This design comes from an exercise in tuning for small area on the open sky130 flow, not from production work. Only simulation tests tie the RTL to the original design; equivalence was not proved. The flow treats the clock pin as an ideal source, which a real chip does not have. Power is estimated from default activity; no workload was simulated.

Setup of try-maple:
## spiMemory
module spiMemory (
    input  logic trigger,
    input  logic reset,
    input  logic sclk,         
    input  logic chipSelect,   
    input  logic mosi,
    output logic miso,
    output logic misoEnable
);
clock: 10.0 ns
lec_check: 0
cap_margin: 20
core_margin: 2
core_utilization: 50
cts_buf_list: sky130_fd_sc_hd__clkbuf_8
cts_cluster_diameter: 40
cts_cluster_size: 18
slew_margin: 20
run.sh (not shown) runs the stock make flow with config.mk's settings and CLKGATE_MAP_FILE= SYNTH_SCRIPT=/design/flow/synth_recipe.tcl, a recipe that flattens the netlist after the stock synthesis.
## Diff of input files: try-violet against try-maple
- a deleted CTS_CLUSTER_DIAMETER that had been 40
- a deleted CTS_CLUSTER_SIZE that had been 18
- a deleted CTS_BUF_LIST that had been sky130_fd_sc_hd__clkbuf_8
- a change of CORE_UTILIZATION from 50 to 40
### Flow results
- try-maple → try-violet: die extent in y climbed about 12%, global-route usage fell by 2.7 points, non-clock buffer count shrank by 1.
> inputs changed (try-violet -> try-harbor)
- swapping 40 for 60 in CORE_UTILIZATION
==> flow/flow/run.sh (new file) <==
#!/bin/bash
# Standard layout, with clock tree synthesis arguments of our own:
# clkbuf_8 leaf clusters and no dummy loads.
set -euo pipefail
export CTS_ARGS="-sink_clustering_enable -repair_clock_nets -dont_use_dummy_load -sink_clustering_size 20 -sink_clustering_max_diameter 50 -buf_list sky130_fd_sc_hd__clkbuf_8"
bash standard.sh > standard.log 2>&1
==> flow/standard.sh (new file) <==
#!/bin/bash
# synth_recipe.tcl (not shown) runs the flow's synth.tcl, then flattens the netlist and writes it again
# the make line also repeats each setting of config.mk as NAME=value (left out here)
make -C /OpenROAD-flow-scripts/flow DESIGN_CONFIG=/design/flow/config.mk WORK_HOME=/design/flow/orfs CLKGATE_MAP_FILE= SYNTH_SCRIPT=/design/flow/synth_recipe.tcl "${@:-finish}"
removed: flow/run.sh
Notes after the runs:
- Changes observed in try-harbor relative to try-violet: layout net count lost 27, clock-pin transition on the worst setup and hold timing paths increased by 50 ps relative to the old numbers, largest net degree at the start of global routing -about 15%.
What try-garnet does differently from try-harbor at the input level:
- an added CTS_BUF_LIST of sky130_fd_sc_hd__clkbuf_16
- an added CTS_CLUSTER_SIZE of 30
- an added CTS_CLUSTER_DIAMETER of 60
==> flow/run.sh (new file) <==
#!/bin/bash
# synth_recipe.tcl (not shown) runs the flow's synth.tcl, then flattens the netlist and writes it again
# the make line also repeats each setting of config.mk as NAME=value (left out here)
make -C /OpenROAD-flow-scripts/flow DESIGN_CONFIG=/design/flow/config.mk WORK_HOME=/design/flow/orfs CLKGATE_MAP_FILE= SYNTH_SCRIPT=/design/flow/synth_recipe.tcl finish
removed: flow/flow/run.sh
removed: flow/standard.sh
Results
Diff try-harbor..try-garnet | XOR/XNOR share of the synthesized area | unchanged
Clock network area share (higher): try-garnet
Final design area excluding fillers: try-harbor and try-garnet compared, lower one is try-harbor
Summary of the comparison: first-pass GRT wire length is lower in try-garnet, relative to try-harbor.
On try-garnet: setup slack is 16 ps higher than what try-harbor gave.
Of try-harbor and try-garnet, the run reporting the higher utilization was try-garnet.
| overall power after layout | try-garnet vs try-harbor | 8.1% higher |
try-garnet ended up with a higher post-route worst hold slack than try-harbor did.
Modified inputs, try-delta compared to try-garnet
- CTS_CLUSTER_DIAMETER changed from 60 to 50
- CTS_CLUSTER_SIZE changed from 30 to 20
- CTS_BUF_LIST changed from sky130_fd_sc_hd__clkbuf_16 to sky130_fd_sc_hd__clkbuf_8
### Flow results
Diff try-garnet -> try-delta | area of all placed cells without fillers | down slightly
Diff try-garnet -> try-delta | clock slew seen by the registers of the worst setup and hold paths | increase of 20 ps
Compared with try-garnet, placement density in the core of try-delta is lower.
Comparing try-delta against try-garnet, there is no change at all in placement-stage worst setup slack.
try-delta: full flow OK, the timing, design-rule and antenna checks passed

---

juniper:
spiMemory, a different RTL version from the one above (not shown whole).
Size: roughly 7 I/O pins, ~24000 um^2 of cells after synthesis.
==> flow/design.v (excerpt) <==
module spiMemory (
    input  logic trigger,
    input  logic reset,
    input  logic sclk,         
    input  logic chipSelect,   
    input  logic mosi,
    output logic miso,
    output logic misoEnable
);
    localparam int RING = 32;    
    logic sclkRising, sclkFalling;
    logic chipSelectLevel, chipSelectRising;
    logic mosiLevel;
    inputConditioner sclkCond_i (
        .trigger(trigger), .reset(reset), .resetValue(1'b0), .pin(sclk),
        .conditioned(), .risingEdge(sclkRising), .fallingEdge(sclkFalling)
    );
    inputConditioner chipSelectCond_i (
        .trigger(trigger), .reset(reset), .resetValue(1'b1), .pin(chipSelect),
        .conditioned(chipSelectLevel), .risingEdge(chipSelectRising), .fallingEdge()
    );
    inputConditioner mosiCond_i (
        .trigger(trigger), .reset(reset), .resetValue(1'b0), .pin(mosi),
        .conditioned(mosiLevel), .risingEdge(), .fallingEdge()
    );
    logic       inCommand, inReadShift, inWrite, memWrite, addressLatch;
    logic [2:0] bitCount;
    spiControl control_i (
        .trigger(trigger), .reset(reset), .sclkRising(sclkRising),
        .sclkFalling(sclkFalling), .chipSelectLow(!chipSelectLevel),
        .chipSelectRising(chipSelectRising), .mosiLevel(mosiLevel),
        .memWrite(memWrite), .inCommand(inCommand), .inReadShift(inReadShift),
        .inWrite(inWrite),
        .bitCount(bitCount), .misoEnable(misoEnable)
    );
    logic [5:0] shiftWord;
    always_ff @(posedge trigger) begin
        if (sclkRising) shiftWord <= {shiftWord[4:0], mosiLevel};
    end
    logic [6:0] address;
    assign addressLatch = inCommand && sclkRising && (bitCount == 3'd6);
    always_ff @(posedge trigger) begin
        if (addressLatch) address <= {shiftWord[5:0], mosiLevel};
    end
    logic [4:0] phase;
    always_ff @(posedge trigger) begin
        if (reset) phase <= '0;
        else       phase <= phase + 1'b1;
    end
    logic writing, clearing, busy;
  ...
export LEC_CHECK = 0
export CAP_MARGIN = 20
export CORE_MARGIN = 2
export CORE_UTILIZATION = 85
export SLEW_MARGIN = 20
create_clock -name core_clock -period 10.0 [get_ports {trigger}]
standard.sh (not shown) runs the stock make flow with config.mk's settings and CLKGATE_MAP_FILE= SYNTH_SCRIPT=/design/flow/synth_recipe.tcl, a recipe that flattens the netlist after the stock synthesis.
==> flow/flow/run.sh <==
#!/bin/bash
# Standard layout, with our own clock tree synthesis arguments and
# a plain buffer on each port.
set -euo pipefail
export CTS_ARGS="-sink_clustering_enable -repair_clock_nets -dont_use_dummy_load -sink_clustering_size 12 -sink_clustering_max_diameter 50 -buf_list sky130_fd_sc_hd__clkbuf_4"
export BUFFER_PORTS_ARGS="-buffer_cell sky130_fd_sc_hd__buf_1"
bash standard.sh > standard.log 2>&1
What ended juniper was a tool error in detailed placement (3_5_place_dp); the run never finished.
Relative to juniper, the following input files were edited for amber:
Settings: swapping 85 for 60 in CORE_UTILIZATION.
==> flow/flow/run.sh <==
#!/bin/bash
# Standard layout, with our own clock tree synthesis arguments and
# a plain buffer on each port.
set -euo pipefail
export CTS_ARGS="-sink_clustering_enable -repair_clock_nets -dont_use_dummy_load -sink_clustering_size 21 -sink_clustering_max_diameter 70 -buf_list sky130_fd_sc_hd__clkbuf_8"
export BUFFER_PORTS_ARGS="-buffer_cell sky130_fd_sc_hd__buf_1"
bash standard.sh > standard.log 2>&1
### Flow results
amber: done, clean on timing, DRC and antenna
In amber, the effective utilization at floorplan came out 26 points below the value in juniper.
juniper → amber: row count up 12; xor and xnor fraction of the mapped netlist area level; sequential share of the synthesized area now sits at about the same level.
amber against juniper: overall die height rose by 32 um; synthesized cell count neither gained nor lost much; area of the mapped netlist level.
Reported for amber and juniper, number of port buffers turned out identical to the last digit.
amber against juniper: final weighted congestion of routability-driven global placement decreased about 0.37%, net count after synthesis did not really move.
For nickel, these inputs were changed with respect to amber:
Settings: a change of CORE_UTILIZATION from 60 to 75.
==> flow/flow/run.sh <==
#!/bin/bash
# Standard layout, with our own clock tree synthesis arguments and
# a plain buffer on each port.
set -euo pipefail
export CTS_ARGS="-sink_clustering_enable -repair_clock_nets -dont_use_dummy_load -sink_clustering_size 12 -sink_clustering_max_diameter 50 -buf_list sky130_fd_sc_hd__clkbuf_4"
export BUFFER_PORTS_ARGS="-buffer_cell sky130_fd_sc_hd__buf_1"
bash standard.sh > standard.log 2>&1
==> results.txt <==
Every run in the comparison, nickel and amber, completed the flow with a clean layout.
Measured against amber, the wire length per cell after detailed routing of nickel comes out at 1.14 times the reference value.
In terms of switching power, amber and nickel differ only marginally.
The wire length of the first global-routing pass of nickel exceeds that of amber by 3.5 mm.
Total power (nickel vs. amber) decreases slightly
What zinc does differently from nickel at the input level:
Settings: changing CORE_UTILIZATION from 75 to 60.
==> flow/flow/run.sh <==
#!/bin/bash
# Standard layout, with our own clock tree synthesis arguments and
# a plain buffer on each port.
set -euo pipefail
export CTS_ARGS="-sink_clustering_enable -repair_clock_nets -dont_use_dummy_load -sink_clustering_size 11 -sink_clustering_max_diameter 40 -buf_list sky130_fd_sc_hd__clkbuf_4"
export BUFFER_PORTS_ARGS="-buffer_cell sky130_fd_sc_hd__buf_1"
bash standard.sh > standard.log 2>&1
Findings:
- zinc has sequential share of layout area below what nickel had.
- The detailed-routed wire length on met2 number comes out higher for nickel vs zinc.
- zinc reports its layer with the highest usage as met1 while nickel reports met2.
- Floorplan die area (higher): zinc
- nickel leaves more setup margin than zinc.
- Looking at total inserted antenna cells, zinc sits below nickel.

---

== lane 1 ==
The RTL this note starts from:
==> flow/design.v <==
package spiMemoryPkg;
    typedef logic [7:0] dataByte_t;
    typedef struct packed {
        logic [7-1:0] address;   
        logic                         readNotWrite;  
    } commandByte_t;
    typedef union packed {
        commandByte_t command;
        dataByte_t    data;
    } shiftWord_t;
    typedef enum logic [2:0] {
        idle, getCommand, decide, readLoad,
        readShift, writeReceive, writeStore, finish
    } controlState_t;
endpackage
`timescale 1ns/1ps
module inputConditioner (
    input  logic trigger,
    input  logic reset,
    input  logic resetValue,    
    input  logic pin,           
    output logic conditioned,   
    output logic risingEdge,    
    output logic fallingEdge    
);
    logic syncFirst;    
    logic syncSecond;   
    logic [1:0] counter;
    always_ff @(posedge trigger) begin
        if (reset) begin
            syncFirst   <= resetValue;
            syncSecond  <= resetValue;
            conditioned <= resetValue;
            counter     <= 2'b00;
        end else begin
            syncFirst   <= pin;
            syncSecond  <= syncFirst;
            if (syncSecond == conditioned) begin
                counter <= 2'b00;   
            end else if (counter == 2'b11) begin
                conditioned <= syncSecond;   
                counter     <= 2'b10;
            end else begin
                counter <= {counter[0], 1'b1};
            end
        end
    end
    assign risingEdge  = (counter == 2'b10) &&  conditioned;
    assign fallingEdge = (counter == 2'b10) && !conditioned;
endmodule
`timescale 1ns/1ps
module spiControl (
    input  logic       trigger,
    input  logic       reset,
    input  logic       sclkRising,        
    input  logic       sclkFalling,
    input  logic       chipSelectLow,     
    input  logic       chipSelectRising,  
    input  logic       mosiLevel,         
    output logic       memWrite,
    output logic       inCommand,
    output logic       inReadShift,
    output logic       inWrite,           
    output logic [2:0] bitCount,          
    output logic       misoEnable         
);
    localparam logic [2:0] IDLE        = 3'b000;
    localparam logic [2:0] COMMAND     = 3'b001;
    localparam logic [2:0] READ_SHIFT  = 3'b011;
    localparam logic [2:0] WRITE_RECV  = 3'b101;
    localparam logic [2:0] WRITE_STORE = 3'b100;
    localparam logic [2:0] FINISH      = 3'b110;
    logic [2:0] state;
    logic [2:0] nextState;
    logic       byteDone;
    assign byteDone = sclkRising && (bitCount == 3'd7);
    always_comb begin
        nextState = state;
        if (chipSelectRising) begin
            nextState = IDLE;   
        end else begin
            case (state)
                IDLE:        if (chipSelectLow) nextState = COMMAND;
                COMMAND:     if (byteDone) nextState = mosiLevel ? READ_SHIFT : WRITE_RECV;
                READ_SHIFT:  if (byteDone) nextState = FINISH;
                WRITE_RECV:  if (byteDone) nextState = WRITE_STORE;
                WRITE_STORE: nextState = FINISH;
                FINISH:      nextState = FINISH;
                default:     nextState = IDLE;
            endcase
        end
    end
    assign inCommand   = (state == COMMAND);
    assign inReadShift = (state == READ_SHIFT);
    assign inWrite     = (state == WRITE_RECV) || (state == WRITE_STORE);
    assign memWrite    = (state == WRITE_STORE) && !chipSelectRising;
    always_ff @(posedge trigger) begin
        if (reset) begin
            state      <= IDLE;
            bitCount   <= '0;
            misoEnable <= 1'b0;
        end else begin
            state <= nextState;
            if (state == IDLE) begin
                bitCount <= '0;   
            end else if (sclkRising && (inCommand || inReadShift || (state == WRITE_RECV))) begin
                bitCount <= bitCount + 1'b1;   
            end
            misoEnable <= inReadShift && !chipSelectRising &&
                          (sclkFalling || (misoEnable && !byteDone));
        end
    end
endmodule
module spiMemory (
    input  logic trigger,
    input  logic reset,
    input  logic sclk,         
    input  logic chipSelect,   
    input  logic mosi,
    output logic miso,
    output logic misoEnable
);
    localparam int RING = 32;    
    logic sclkRising, sclkFalling;
    logic chipSelectLevel, chipSelectRising;
    logic mosiLevel;
    inputConditioner sclkCond_i (
        .trigger(trigger), .reset(reset), .resetValue(1'b0), .pin(sclk),
        .conditioned(), .risingEdge(sclkRising), .fallingEdge(sclkFalling)
    );
    inputConditioner chipSelectCond_i (
        .trigger(trigger), .reset(reset), .resetValue(1'b1), .pin(chipSelect),
        .conditioned(chipSelectLevel), .risingEdge(chipSelectRising), .fallingEdge()
    );
    inputConditioner mosiCond_i (
        .trigger(trigger), .reset(reset), .resetValue(1'b0), .pin(mosi),
        .conditioned(mosiLevel), .risingEdge(), .fallingEdge()
    );
    logic       inCommand, inReadShift, inWrite, memWrite, addressLatch;
    logic [2:0] bitCount;
    spiControl control_i (
        .trigger(trigger), .reset(reset), .sclkRising(sclkRising),
        .sclkFalling(sclkFalling), .chipSelectLow(!chipSelectLevel),
        .chipSelectRising(chipSelectRising), .mosiLevel(mosiLevel),
        .memWrite(memWrite), .inCommand(inCommand), .inReadShift(inReadShift),
        .inWrite(inWrite),
        .bitCount(bitCount), .misoEnable(misoEnable)
    );
    logic [5:0] shiftWord;
    always_ff @(posedge trigger) begin
        if (sclkRising) shiftWord <= {shiftWord[4:0], mosiLevel};
    end
    logic [6:0] address;
    assign addressLatch = inCommand && sclkRising && (bitCount == 3'd6);
    always_ff @(posedge trigger) begin
        if (addressLatch) address <= {shiftWord[5:0], mosiLevel};
    end
    logic [4:0] phase;
    always_ff @(posedge trigger) begin
        if (reset) phase <= '0;
        else       phase <= phase + 1'b1;
    end
    logic writing, clearing, busy;
    always_ff @(posedge trigger) begin
        if (reset) begin
            writing  <= 1'b0;
            clearing <= 1'b1;
        end else begin
            if (memWrite)          writing <= 1'b1;
            else if (addressLatch) writing <= 1'b0;
            if (addressLatch)      clearing <= 1'b0;
        end
    end
    assign busy = writing || clearing;
    logic       hit8, hit16, hit32;
    logic [1:0] octet;   
    assign hit8  = (phase[2:0] == ~address[2:0]);
    assign hit16 = hit8  && (phase[3] == ~address[3]);
    assign hit32 = hit16 && (phase[4] == ~address[4]);
    assign octet = address[4:3] + phase[4:3];
    logic [1023:0] mem;
    logic [3:0]    insert;   
    for (genvar r = 0; r < 4; r++) begin : g_insert
        assign insert[r] = clearing || (writing && hit32 && (address[6:5] == r));
    end
    for (genvar b = 0; b < 8; b++) begin : g_plane
        for (genvar r = 0; r < 4; r++) begin : g_ring
            localparam int BASE = (b*4 + r) * RING;
            always_ff @(posedge trigger) begin
                mem[BASE] <= insert[r] ? dataByte[b] : mem[BASE + RING - 1];
                for (int p = 1; p < RING; p++) mem[BASE + p] <= mem[BASE + p - 1];
            end
        end
    end
    logic [7:0] tapBit;
    logic [7:0] capture;
    for (genvar b = 0; b < 8; b++) begin : g_tap
        localparam int PLANE = b * 4 * RING;
        logic [15:0] taps;
        for (genvar r = 0; r < 4; r++) begin : g_r
            for (genvar m = 0; m < 4; m++) begin : g_m
                assign taps[r*4 + m] = mem[PLANE + r*RING + m*8 + 7];
            end
        end
        if (b >= 6) begin : g_t8
            assign tapBit[b]  = taps[{address[6:5], octet}];
            assign capture[b] = hit8;
        end else if (b >= 4) begin : g_t16
            assign tapBit[b]  = taps[{address[6:5], octet[1], 1'b1}];
            assign capture[b] = hit16;
        end else begin : g_t32
            assign tapBit[b]  = taps[{address[6:5], 2'b11}];
            assign capture[b] = hit32;
        end
    end
    logic [7:0] dataByte;
    always_ff @(posedge trigger) begin
        if (reset) begin
            dataByte <= '0;
        end else if (inWrite) begin
            if (sclkRising) dataByte <= {dataByte[6:0], mosiLevel};
        end else if (!busy) begin
            for (int b = 0; b < 8; b++) begin
                if (capture[b]) dataByte[b] <= tapBit[b];
            end
        end
    end
    always_ff @(posedge trigger) begin
        if (reset) begin
            miso <= 1'b0;
        end else if (inReadShift && sclkFalling) begin
            miso <= dataByte[~bitCount];
        end
    end
endmodule
==> flow/config.mk <==
export PLATFORM = sky130hd
export DESIGN_NAME = spiMemory
export DESIGN_NICKNAME = spiMemory
export VERILOG_FILES = /design/flow/design.v
export SDC_FILE = /design/flow/constraint.sdc
export NUM_CORES = 4
export LEC_CHECK = 0
export CAP_MARGIN = 20
export CORE_MARGIN = 2
export CORE_UTILIZATION = 75
export SLEW_MARGIN = 20
==> flow/constraint.sdc <==
create_clock -name core_clock -period 10.0 [get_ports {trigger}]
set_input_delay 2.0000 -clock core_clock [delete_from_list [all_inputs] [get_ports {trigger}]]
set_output_delay 2.0000 -clock core_clock [all_outputs]
set_load 0.01 [all_outputs]
==> flow/flow/run.sh <==
#!/bin/bash
# Standard layout with our own clock tree: small clock buffers in clusters
# of up to 14 flip-flops, no dummy loads, then any clock buffer whose loads
# would see a slow edge upsized before routing; a plain buffer on each port.
set -euo pipefail
export CTS_ARGS="-sink_clustering_enable -repair_clock_nets -dont_use_dummy_load -sink_clustering_size 14 -sink_clustering_max_diameter 60 -buf_list sky130_fd_sc_hd__clkbuf_4"
export BUFFER_PORTS_ARGS="-buffer_cell sky130_fd_sc_hd__buf_1"
bash standard.sh cts > standard_cts.log 2>&1
RESULTS=$PWD/orfs/results/sky130hd/spiMemory/base TREE_SLEW_LIMIT=0.150 LEAF_SLEW_LIMIT=0.118 \
  openroad -no_init -exit flow/fix_cts.tcl > fix_cts.log 2>&1
bash standard.sh > standard.log 2>&1
==> flow/flow/fix_cts.tcl <==
set results $::env(RESULTS)
set platform $::env(FLOW_HOME)/platforms/sky130hd
read_liberty $platform/lib/sky130_fd_sc_hd__tt_025C_1v80.lib
read_db $results/4_cts.odb
read_sdc $results/4_cts.sdc
source $platform/setRC.tcl

proc clock_buffers {} {
  set bufs {}
  foreach inst [get_cells *] {
    if {[string match "sky130_fd_sc_hd__clkbuf_*" [get_property $inst ref_name]]} {
      lappend bufs $inst
    }
  }
  return $bufs
}

# Worst slew at the input pins a cell's output drives, and whether any of
# them is a flip-flop clock pin
proc load_slew {inst} {
  set out [get_pins -of_objects $inst -filter "direction == output"]
  set net [get_nets -of_objects $out]
  set worst 0
  foreach p [get_pins -of_objects $net -filter "direction == input"] {
    set s [get_property $p slew_max]
    if {$s > $worst} { set worst $s }
  }
  return $worst
}

proc upsize {inst} {
  set ref [get_property $inst ref_name]
  set next [dict get {sky130_fd_sc_hd__clkbuf_1 sky130_fd_sc_hd__clkbuf_2
                      sky130_fd_sc_hd__clkbuf_2 sky130_fd_sc_hd__clkbuf_4
                      sky130_fd_sc_hd__clkbuf_4 sky130_fd_sc_hd__clkbuf_8
                      sky130_fd_sc_hd__clkbuf_8 sky130_fd_sc_hd__clkbuf_16
                      sky130_fd_sc_hd__clkbuf_16 sky130_fd_sc_hd__clkbuf_16} $ref]
  if {$next ne $ref} {
    puts "upsize [get_name $inst] $ref -> $next"
    replace_cell $inst $next
    return 1
  }
  return 0
}

# A clock buffer is a leaf when it drives flip-flops, else part of the tree
proc is_leaf {inst} {
  set out [get_pins -of_objects $inst -filter "direction == output"]
  set net [get_nets -of_objects $out]
  foreach p [get_pins -of_objects $net -filter "direction == input"] {
    if {[string match "sky130_fd_sc_hd__df*" [get_property [get_cells -of_objects $p] ref_name]]} {
      return 1
    }
  }
  return 0
}

# First the tree, so the leaves see fast input edges, then the leaves
foreach {kind limit} [list 0 $::env(TREE_SLEW_LIMIT) 1 $::env(LEAF_SLEW_LIMIT)] {
  for {set pass 0} {$pass < 4} {incr pass} {
    estimate_parasitics -placement
    set changed 0
    foreach inst [clock_buffers] {
      if {[is_leaf $inst] == $kind && [load_slew $inst] > $limit} {
        incr changed [upsize $inst]
      }
    }
    puts "leaf $kind pass $pass: upsized $changed clock buffers"
    if {$changed == 0} { break }
  }
}

detailed_placement
check_placement -verbose
estimate_parasitics -placement
foreach inst [clock_buffers] {
  puts "clock buffer [get_name $inst] [get_property $inst ref_name] leaf [is_leaf $inst] load slew [load_slew $inst]"
}
write_db $results/4_cts.odb
Relative to lane 1, the following input files were edited for lane 2:
==> flow/flow/run.sh <==
#!/bin/bash
# Standard layout with our own clock tree: small clock buffers in clusters
# of up to 13 flip-flops, no dummy loads, then any clock buffer whose loads
# would see a slow edge upsized before routing; a plain buffer on each port.
set -euo pipefail
export CTS_ARGS="-sink_clustering_enable -repair_clock_nets -dont_use_dummy_load -sink_clustering_size 13 -sink_clustering_max_diameter 50 -buf_list sky130_fd_sc_hd__clkbuf_4"
export BUFFER_PORTS_ARGS="-buffer_cell sky130_fd_sc_hd__buf_1"
bash standard.sh cts > standard_cts.log 2>&1
RESULTS=$PWD/orfs/results/sky130hd/spiMemory/base TREE_SLEW_LIMIT=0.300 LEAF_SLEW_LIMIT=0.120 \
  openroad -no_init -exit flow/fix_cts.tcl > fix_cts.log 2>&1
bash standard.sh > standard.log 2>&1
Notes after the runs:
Lane 2 vs lane 1 — fmax dropped 7.7%. Result for lane 1 and lane 2: all clean. Measured against each other, lane 1 and lane 2 differ in clock group share of total power, the lower figure coming from lane 2. Lane 2 against lane 1: minimum setup slack in the final design lower, post-route minimum period rose 0.26 ns, detailed route wirelength on metal2 moved down.
Here is what was changed in the inputs of lane 3 compared with lane 2.
==> flow/flow/run.sh <==
#!/bin/bash
# Standard layout with our own clock tree: small clock buffers in clusters
# of up to 14 flip-flops, no dummy loads, then any clock buffer whose loads
# would see a slow edge upsized before routing; a plain buffer on each port.
set -euo pipefail
export CTS_ARGS="-sink_clustering_enable -repair_clock_nets -dont_use_dummy_load -sink_clustering_size 14 -sink_clustering_max_diameter 60 -buf_list sky130_fd_sc_hd__clkbuf_4"
export BUFFER_PORTS_ARGS="-buffer_cell sky130_fd_sc_hd__buf_1"
bash standard.sh cts > standard_cts.log 2>&1
RESULTS=$PWD/orfs/results/sky130hd/spiMemory/base CLOCK_SLEW_LIMIT=0.110 \
  openroad -no_init -exit flow/fix_cts.tcl > fix_cts.log 2>&1
bash standard.sh > standard.log 2>&1
-- flow/flow/fix_cts.tcl --
<<< lane 2, line 46
# A clock buffer is a leaf when it drives flip-flops, else part of the tree
proc is_leaf {inst} {
  set out [get_pins -of_objects $inst -filter "direction == output"]
  set net [get_nets -of_objects $out]
  foreach p [get_pins -of_objects $net -filter "direction == input"] {
    if {[string match "sky130_fd_sc_hd__df*" [get_property [get_cells -of_objects $p] ref_name]]} {
      return 1
    }
>>> lane 3, line 46
set limit $::env(CLOCK_SLEW_LIMIT)
for {set pass 0} {$pass < 4} {incr pass} {
  estimate_parasitics -placement
  set changed 0
  foreach inst [clock_buffers] {
    if {[load_slew $inst] > $limit} { incr changed [upsize $inst] }
<<< lane 2, line 55
  return 0
}

# First the tree, so the leaves see fast input edges, then the leaves
foreach {kind limit} [list 0 $::env(TREE_SLEW_LIMIT) 1 $::env(LEAF_SLEW_LIMIT)] {
  for {set pass 0} {$pass < 4} {incr pass} {
    estimate_parasitics -placement
    set changed 0
    foreach inst [clock_buffers] {
      if {[is_leaf $inst] == $kind && [load_slew $inst] > $limit} {
        incr changed [upsize $inst]
      }
    }
    puts "leaf $kind pass $pass: upsized $changed clock buffers"
    if {$changed == 0} { break }
  }
>>> lane 3, line 53
  puts "pass $pass: upsized $changed clock buffers"
  if {$changed == 0} { break }
<<< lane 2, line 77
  puts "clock buffer [get_name $inst] [get_property $inst ref_name] leaf [is_leaf $inst] load slew [load_slew $inst]"
>>> lane 3, line 61
  set s [load_slew $inst]
  if {$s > $limit} { puts "still slow: [get_name $inst] $s" }
### Flow results
Looking at the reports, lane 3 completed the entire flow and the layout it produced met the timing, design-rule and antenna checks.
Switching share of total power: lane 2 vs lane 3, no meaningful difference
Lane 3 ends up with a relative contribution of the clock network to total power that is 4.3 points higher than in lane 2.
| wire length | lane 3 vs lane 2 | worse |
Lane 3 vs lane 2, design area went up by about 1.7%.

[what the ideal ports hide]
The results above use ideal ports. As a check the final layouts listed here were re-extracted and re-timed, cells and wires unchanged.
Step 1, drivers: a clkbuf_16 drives trigger and a buf_2 each remaining input, both assumed.
Step 2 times the ports against the registers' clock, not the clock port: input delays grow and output delays shrink by t, the midpoint of the rising clock arrivals with the driver on.
Slacks: ideal / step 1 / step 2; pairs: ideal / step 1.
run | t, ns | setup slack, ns | latest minus earliest clock arrival (ns)
try-maple | 0.720 | 6.423 / 6.369 / 6.064 | 0.033 / 0.033
try-violet | 0.669 | 6.500 / 6.444 / 5.976 | 0.013 / 0.013
try-harbor | 0.667 | 6.514 / 6.463 / 6.058 | 0.048 / 0.048
try-garnet | 0.645 | 6.530 / 6.478 / 6.060 | 0.026 / 0.027
try-delta | 0.683 | 6.485 / 6.434 / 6.060 | 0.032 / 0.033
amber | 0.690 | 6.766 / 6.715 / 6.924 | 0.067 / 0.068
nickel | 0.772 | 6.731 / 6.687 / 6.890 | 0.052 / 0.051
zinc | 0.818 | 6.661 / 6.611 / 6.884 | 0.082 / 0.082
lane 1 | 0.613 | 6.909 / 6.859 / 6.813 | 0.068 / 0.067
lane 2 | 0.783 | 6.652 / 6.602 / 6.887 | 0.130 / 0.130
lane 3 | 0.587 | 6.922 / 6.872 / 6.835 | 0.043 / 0.043
After both steps every run listed still meets setup and hold. The setup slack of try-violet, which loses most, moves by -0.056 ns with the drivers and by -0.524 ns with both steps.
